Context: an optimization exercise on an open-source flow, tuned for small area, a short achievable clock period and few clock cycles per item. The choices shown serve that exercise and are no tape-out recipe. Where RTL was checked, it was by simulation tests only, not by an equivalence proof against the original. Power is estimated from default activity; no workload was simulated.

Design csa_multiplier, start of the top module:
module csa_multiplier (
    input  logic        clk,
    input  logic        rst_n,
    input  logic        in_valid,
    input  logic [15:0] x,
    input  logic [15:0] y,
    output logic        out_valid,
    output logic [31:0] product
);
clock: 6.5 ns
lec_check: 0
abc_clock_period_in_ps: 3500
cap_margin: 20
core_margin: 2
core_utilization: 40
setup_slack_margin: 3.0
slew_margin: 20
run.sh (not shown) runs the stock make flow with config.mk's settings and CLKGATE_MAP_FILE= SYNTH_SCRIPT=/design/flow/synth_recipe.tcl, a recipe that flattens the netlist after the stock synthesis.
Rerun with:
ABC_CLOCK_PERIOD_IN_PS = default   (was 3500)
Effect:
- sequential power hardly moves
- wire length is unchanged
- combinational power barely changes
- die area does not change
- cell area stays the same
- power is unchanged
- maximum frequency is unchanged
- critical path depth does not change
Function was not checked in any run of this note: the RTL went through the layout flow alone.

* * *

Setup of before:
Another version of the RTL of csa_multiplier (not shown whole).
For scale: roughly 930 cells after synthesis, roughly 220 flip-flops.
clock: 6.5 ns
lec_check: 0
cap_margin: 20
core_margin: 2
core_utilization: 40
cts_cluster_diameter: 80
cts_cluster_size: 30
setup_slack_margin: 4.25
slew_margin: 20
standard.sh (not shown) runs the stock make flow with config.mk's settings and CLKGATE_MAP_FILE= SYNTH_SCRIPT=/design/flow/synth_recipe.tcl, a recipe that flattens the netlist after the stock synthesis.
==> flow/flow/run.sh <==
#!/bin/bash
# Own layout flow: the standard layout with two changes.
# 1. Synthesis: Yosys's synth runs with -noabc, so its early "abc -fast" pass
#    does not re-map the hand-written full/half adders before extract_fa maps
#    them to the library's fa/ha cells (no inverters between adders).
# 2. Port buffers: buffer_ports still gives every input and output port a
#    buffer, but uses the plain buffer named below instead of the delay cell
#    it picks by default.
# Everything else is the standard flow (standard.sh, ORFS make targets).
set -euo pipefail
here=$(pwd)
sed 's/yosys synth -nofsm -noshare /yosys synth -nofsm -noshare -noabc /' synth_recipe.tcl > noabc_synth.tcl
grep -q -- "-noabc" noabc_synth.tcl
export BUFFER_PORTS_ARGS="-buffer_cell sky130_fd_sc_hd__buf_1"
bash standard.sh SYNTH_SCRIPT="$here/noabc_synth.tcl" finish > "$here/flow_make.log" 2>&1
before completed; timing, DRC and antenna clean
Testbench counts of before, summed over its fixed seeds: cycles 12,024, items 12,000.
--- input diff before..after ---
- swapping 80 for 100 in CTS_CLUSTER_DIAMETER
Compared to before, the router laid down less metal wire for after.
Headroom to the max-slew limit, before and after: higher on after
NOTE: clock-net power in after falls short of that of before
In after, sequential share of layout area is higher than in before.
The highest ir drop seen on vdd of after was superior to that of before.
Looking at final clock skew, after sits 0.012 ns below before.
Compared with before, after ends up with a smaller final cell area.
Comparing before with after, the final-stage net count came out essentially unchanged.

* * *

ember:
csa_multiplier, a different RTL version from the one above (not shown whole).
Size: ~990 cells after synthesis, about 230 flip-flops, ~68 I/O pins.
Settings: LEC_CHECK=0, CAP_MARGIN=20, CORE_MARGIN=2, CORE_UTILIZATION=40, CTS_CLUSTER_DIAMETER=80, CTS_CLUSTER_SIZE=24, SETUP_SLACK_MARGIN=4.35, SLEW_MARGIN=20; clock period 6.5 ns.
Scripts as last shown in full above: flow/flow/run.sh
Testbench counts of ember, summed over its fixed seeds: cycles 12,024, items 12,000.
Input changes introduced in nickel (baseline for comparison: ember):
- SETUP_SLACK_MARGIN: 4.35 -> 4.2
Findings:
nickel finished end to end and its layout was clean on timing, DRC and antenna. Delta(worst endpoint data arrival time, nickel - ember) > 0. As far as cell area after placement is concerned, ember and nickel perform about the same. There was hardly any difference in number of standard cells in the final layout excluding fillers between ember and nickel. Hold slack of ember is on par with nickel. The register share of the cell area reported for nickel is greater than that of ember by 0.68 points. Going from ember to nickel, the final area was found to have gone down by about 3.2%. On number of nets in the layout, ember and nickel are neck and neck. The global-route wire length before repair was comparable across ember and nickel. ember and nickel ended up with roughly the same weighted congestion at the end of routability-driven global placement. Relative to ember, part of the total power dissipated in the clock network has increased by 0.6 points in nickel.
diff inputs: nickel => tundra
- SETUP_SLACK_MARGIN changed from 4.2 to 4.3
==> run summary <==
- Diff nickel -> tundra: met1 capacity usage during global routing decreased by 0.52 points relative to the old numbers; total non-filler cell area in the finished layout now sits higher; clock network power has increased; detail-routed net length per standard cell decreased by about 1% relative to the old numbers; sum of internal, switching and leakage power +about 5.6%.
- Going from nickel to tundra, non-clock buffer share of cell area grows by 0.81 points.
- Going from nickel to tundra, setup slack up 0.071 ns; relative contribution of sequential cells to total power shows a reduction of 1.8 points; share of power burned in the clock network decreased 0.3 points.
- Changes observed in tundra relative to nickel: wire length on met2 down about 0.56%; met2 track demand over resource down 0.75 points.
[inputs] onyx vs tundra
- swapping 40 for 50 in CORE_UTILIZATION
- For the cell count, onyx came in about 7% lower than tundra did.
- Relative to tundra, the non-clock buffer count of onyx is higher by 1.
- Status: via count parity (tundra, onyx)
- Delta (onyx minus tundra): ratio of final minimum period to clock period grew by 0.92 points, sequential share of layout area saw an increase, total net switching power rose by 0.35%.
- In onyx, met2 global-route usage is higher than in tundra.
- Min clock power share across onyx and tundra: onyx
- Taking tundra as the reference point, the wire length of onyx rises by about 2.6%.
diff inputs: onyx => garnet
- clearing CTS_CLUSTER_SIZE, which used to be 24
- swapping 50 for 40 in CORE_UTILIZATION
- clearing CTS_CLUSTER_DIAMETER, which used to be 80
[summary]
- Looking at the reports, garnet completed the entire flow and the layout it produced met the timing, DRC and antenna checks.
- The higher count of clock-buffer cells in the layout of onyx and garnet is in garnet.
- The via count reported for garnet is higher than the one for onyx.
- Net count of the finished layout (higher): garnet
- garnet ended up with a lower utilization than onyx did.
- garnet -> onyx: initial antenna violation count delta 0, exact match
- garnet gives less routed length per instance than onyx did.
- When the final numbers for onyx and garnet were put side by side, the area overhead of the layout relative to synthesis turned out to be smaller in onyx.
- Looking only at share of the clock period used by the worst path after layout, and setting everything else aside, the higher value of onyx and garnet goes to onyx.
- garnet ended up with a lower combined global-route utilization of all metal layers than onyx did.
Changes in sierra relative to garnet:
- CTS_CLUSTER_SIZE newly set to 24
- CTS_CLUSTER_DIAMETER newly set to 80
- PLACE_DENSITY newly set to 0.8
Findings:
- From garnet to sierra the numbers moved as follows: combinational-cell power consumption up about 5%; detailed-route wire length up about 3%.
- Footprint of the multi-input gates: sierra vs garnet — no meaningful difference

* * *

Setup of exp/pepper:
RTL: one of the versions met above, not the one the previous note started from.
For scale: about 930 cells after synthesis, about 0.011 mm2 of cells after synthesis.
clock: 6.5 ns
lec_check: 0
cap_margin: 20
core_margin: 2
core_utilization: 40
cts_cluster_diameter: 80
cts_cluster_size: 24
setup_slack_margin: 4.3
slew_margin: 20
Scripts as last shown in full above: flow/flow/run.sh
Testbench counts of exp/pepper, summed over its fixed seeds: cycles 12,024, items 12,000.
Here is what was changed in the inputs of exp/umber compared with exp/pepper.
Settings: CORE_UTILIZATION now 35, was 40; SETUP_SLACK_MARGIN now 4.25, was 4.3; CTS_CLUSTER_SIZE now 30, was 24; CTS_CLUSTER_DIAMETER now 100, was 80.
Notes after the runs:
exp/umber gives less static leakage than exp/pepper did.
Final critical-path setup slack: exp/umber vs exp/pepper down 0.0045 ns
Routed wire in exp/umber totals more than in exp/pepper.
exp/pepper → exp/umber: power down about 4%, final cell area excluding filler cells down 1.0%, die footprint up 14%.

* * *

csa_multiplier again, from the RTL that the note above started with.
clock: 6.5 ns
lec_check: 0
cap_margin: 20
core_margin: 2
core_utilization: 40
cts_cluster_diameter: 80
cts_cluster_size: 24
setup_slack_margin: 4.2
slew_margin: 20
Scripts as last shown in full above: flow/flow/run.sh
Testbench counts at the start, summed over its fixed seeds: cycles 12,024, items 12,000.
Change:
CTS_CLUSTER_DIAMETER = 100   (was 80)
CTS_CLUSTER_SIZE = 30   (was 24)
SETUP_SLACK_MARGIN = 4.3   (was 4.2)
The changed run finished with timing, DRC and antenna clean.
Worst setup slack improves by 0.082 ns.
Via count went down by 0.99%.
Die area stays the same.
Clock-buffer cell count drops by 4.
Change:
CTS_CLUSTER_DIAMETER = 80   (was 100)
CTS_CLUSTER_SIZE = 24   (was 30)
SETUP_SLACK_MARGIN = 4.25   (was 4.3)
What happened: Cell area came out higher by 0.57%. Setup slack improved by 0.0061 ns. Power went up by about 2.2%. Global-route usage rises by 0.37 points.
Change:
CTS_CLUSTER_DIAMETER = 100   (was 80)
CTS_CLUSTER_SIZE = 30   (was 24)
PLACE_DENSITY = 0.7   (was default)
Effect: Synthesized cell count stays the same; utilization falls by 0.50 points; global-route usage is lower by 0.29 points; routed wire length falls by 1.8%; total power falls by 2.2%; area after synthesis does not change.

* * *

wip/xenon:
csa_multiplier with an RTL version that a note above also has.
Size in the first run: ~990 cells after synthesis, roughly 230 flip-flops, ~0.011 mm2 of cells after synthesis.
## csa_multiplier
module csa_multiplier (
    input  logic        clk,
    input  logic        rst_n,
    input  logic        in_valid,
    input  logic [15:0] x,
    input  logic [15:0] y,
    output logic        out_valid,
    output logic [31:0] product
);
export LEC_CHECK = 0
export CAP_MARGIN = 20
export CORE_MARGIN = 2
export CORE_UTILIZATION = 40
export CTS_CLUSTER_DIAMETER = 80
export CTS_CLUSTER_SIZE = 24
export GPL_TIMING_DRIVEN = 0
export SETUP_SLACK_MARGIN = 4.3
export SLEW_MARGIN = 20
create_clock -name core_clock -period 6.5 [get_ports {clk}]
Scripts as last shown in full above: flow/flow/run.sh
Testbench counts of wip/xenon, summed over its fixed seeds: cycles 12,024, items 12,000.
#### Input delta (wip/cedar over wip/xenon)
- removing GPL_TIMING_DRIVEN (formerly 0)
- changing CORE_UTILIZATION from 40 to 60
- Total clock buffers created by CTS: wip/cedar vs wip/xenon down 1
- Per the comparison of wip/cedar with wip/xenon, layout-stage area growth over the synthesis result now smaller; power in the clock group shows a reduction of 3.5%; fraction of area in multi-input gates +3.5 points; area occupied by multi-input gates decreased by 2.8% relative to the old numbers.
Relative to wip/cedar, the following input files were edited for wip/quartz:
- CORE_UTILIZATION changed from 60 to 40
--- a/flow/flow/run.sh
+++ b/flow/flow/run.sh
@@ -12,4 +12,4 @@
 sed 's/yosys synth -nofsm -noshare /yosys synth -nofsm -noshare -noabc /' synth_recipe.tcl > noabc_synth.tcl
 grep -q -- "-noabc" noabc_synth.tcl
-export BUFFER_PORTS_ARGS="-buffer_cell sky130_fd_sc_hd__buf_1"
+export BUFFER_PORTS_ARGS="-buffer_cell sky130_fd_sc_hd__buf_2"
 bash standard.sh SYNTH_SCRIPT="$here/noabc_synth.tcl" finish > "$here/flow_make.log" 2>&1
==> comparison <==
- Die: wip/quartz bigger than wip/cedar
- Final clock period utilization by the worst path down 0.20 points in wip/quartz wrt wip/cedar
- Going from wip/cedar to wip/quartz, data arrival time of the worst path held steady, largest stage delay on the critical path shrank by 0.09 ns, fraction of area in clock buffers and inverters held steady.
- Diff wip/cedar and wip/quartz: combinational fraction of design power lower in wip/quartz
- Changes observed in wip/quartz relative to wip/cedar: final-layout worst hold slack stayed essentially flat, non-clock buffering overhead in the final layout rose by 0.96 points, met3 track demand over resource fell by 1.8 points, final critical delay including setup and external delays fell by 0.013 ns.
- In the flow results for wip/cedar and wip/quartz, the utilization is smaller on wip/quartz.
[inputs] wip/willow vs wip/quartz
- SETUP_SLACK_MARGIN changed from 4.3 to 4.25
--- a/flow/flow/run.sh
+++ b/flow/flow/run.sh
@@ -12,4 +12,4 @@
 sed 's/yosys synth -nofsm -noshare /yosys synth -nofsm -noshare -noabc /' synth_recipe.tcl > noabc_synth.tcl
 grep -q -- "-noabc" noabc_synth.tcl
-export BUFFER_PORTS_ARGS="-buffer_cell sky130_fd_sc_hd__buf_2"
+export BUFFER_PORTS_ARGS="-buffer_cell sky130_fd_sc_hd__buf_1"
 bash standard.sh SYNTH_SCRIPT="$here/noabc_synth.tcl" finish > "$here/flow_make.log" 2>&1
==> run summary <==
There was hardly any difference in sequential share of layout area between wip/willow and wip/quartz.
wip/willow reports a higher clock-cell share of area than wip/quartz does.
Status: setup slack parity (wip/willow, wip/quartz)
[compare] base=wip/quartz new=wip/willow: maximum frequency from static timing analysis essentially unchanged; total power consumption of the routed design decreased about 1.6%; routed wire length increased 2.0%; share of total power in combinational logic decreased 1.7 points; number of buffers added by the clock tree synthesis step increased 1.
There was hardly any difference in final non-filler cell total between wip/quartz and wip/willow.

==> what the ideal ports hide <==
The results above use ideal ports. As a check the final layouts listed here were re-extracted and re-timed, cells and wires unchanged. Step 1 sets driving cells, clkbuf_16 on the clock port and buf_2 on the other inputs (assumed; they add their load-dependent delay and slew). Step 2 times the ports against the registers' clock, not the clock port: input delays grow and output delays shrink by t, the midpoint of the rising clock arrivals with the driver on. Three values: no drivers, after step 1, after step 2; two values: the first two.
run | t, ns | slack for setup (ns) | hold WS [ns] | latest minus earliest clock arrival (ns) | slew at the worst register clock pin (ns)
the first run of note 1 | 0.399 | 2.556 / 2.509 / 2.816 | 0.446 / 0.446 / 0.446 | 0.009 / 0.009 | 0.07 / 0.07
the second run of note 1 | 0.399 | 2.556 / 2.509 / 2.816 | 0.446 / 0.446 / 0.446 | 0.009 / 0.009 | 0.07 / 0.07
before | 0.536 | 4.238 / 4.204 / 4.238 | 0.335 / 0.335 / 0.335 | 0.027 / 0.027 | 0.11 / 0.11
after | 0.514 | 4.246 / 4.232 / 4.246 | 0.336 / 0.336 / 0.336 | 0.017 / 0.017 | 0.11 / 0.11
ember | 0.522 | 4.266 / 4.232 / 4.266 | 0.333 / 0.333 / 0.333 | 0.015 / 0.015 | 0.09 / 0.09
nickel | 0.520 | 4.200 / 4.200 / 4.200 | 0.331 / 0.331 / 0.331 | 0.023 / 0.023 | 0.09 / 0.09
tundra | 0.518 | 4.271 / 4.241 / 4.271 | 0.332 / 0.332 / 0.332 | 0.022 / 0.021 | 0.09 / 0.09
onyx | 0.525 | 4.211 / 4.211 / 4.211 | 0.333 / 0.333 / 0.333 | 0.010 / 0.010 | 0.09 / 0.09
garnet | 0.556 | 4.255 / 4.215 / 4.255 | 0.326 / 0.326 / 0.326 | 0.009 / 0.009 | 0.07 / 0.07
sierra | 0.528 | 4.255 / 4.208 / 4.277 | 0.322 / 0.322 / 0.322 | 0.014 / 0.014 | 0.09 / 0.09
exp/pepper | 0.520 | 4.244 / 4.238 / 4.244 | 0.332 / 0.332 / 0.332 | 0.017 / 0.017 | 0.09 / 0.09
exp/umber | 0.512 | 4.240 / 4.231 / 4.240 | 0.335 / 0.335 / 0.335 | 0.031 / 0.031 | 0.11 / 0.11
the first run of note 5 | 0.530 | 4.164 / 4.164 / 4.164 | 0.332 / 0.332 / 0.332 | 0.027 / 0.027 | 0.09 / 0.09
the second run of note 5 | 0.507 | 4.246 / 4.245 / 4.246 | 0.337 / 0.337 / 0.337 | 0.012 / 0.012 | 0.11 / 0.11
the third run of note 5 | 0.526 | 4.252 / 4.228 / 4.252 | 0.330 / 0.330 / 0.330 | 0.013 / 0.013 | 0.09 / 0.09
the fourth run of note 5 | 0.504 | 4.204 / 4.204 / 4.204 | 0.338 / 0.338 / 0.338 | 0.021 / 0.022 | 0.11 / 0.11
wip/xenon | 0.534 | 4.265 / 4.219 / 4.265 | 0.331 / 0.331 / 0.331 | 0.035 / 0.035 | 0.09 / 0.09
wip/cedar | 0.514 | 4.245 / 4.236 / 4.245 | 0.333 / 0.333 / 0.333 | 0.018 / 0.018 | 0.09 / 0.09
wip/quartz | 0.526 | 4.258 / 4.224 / 4.258 | 0.334 / 0.334 / 0.334 | 0.035 / 0.035 | 0.10 / 0.10
wip/willow | 0.522 | 4.256 / 4.233 / 4.256 | 0.332 / 0.332 / 0.332 | 0.027 / 0.028 | 0.10 / 0.10
After both steps every run listed still meets setup and hold.
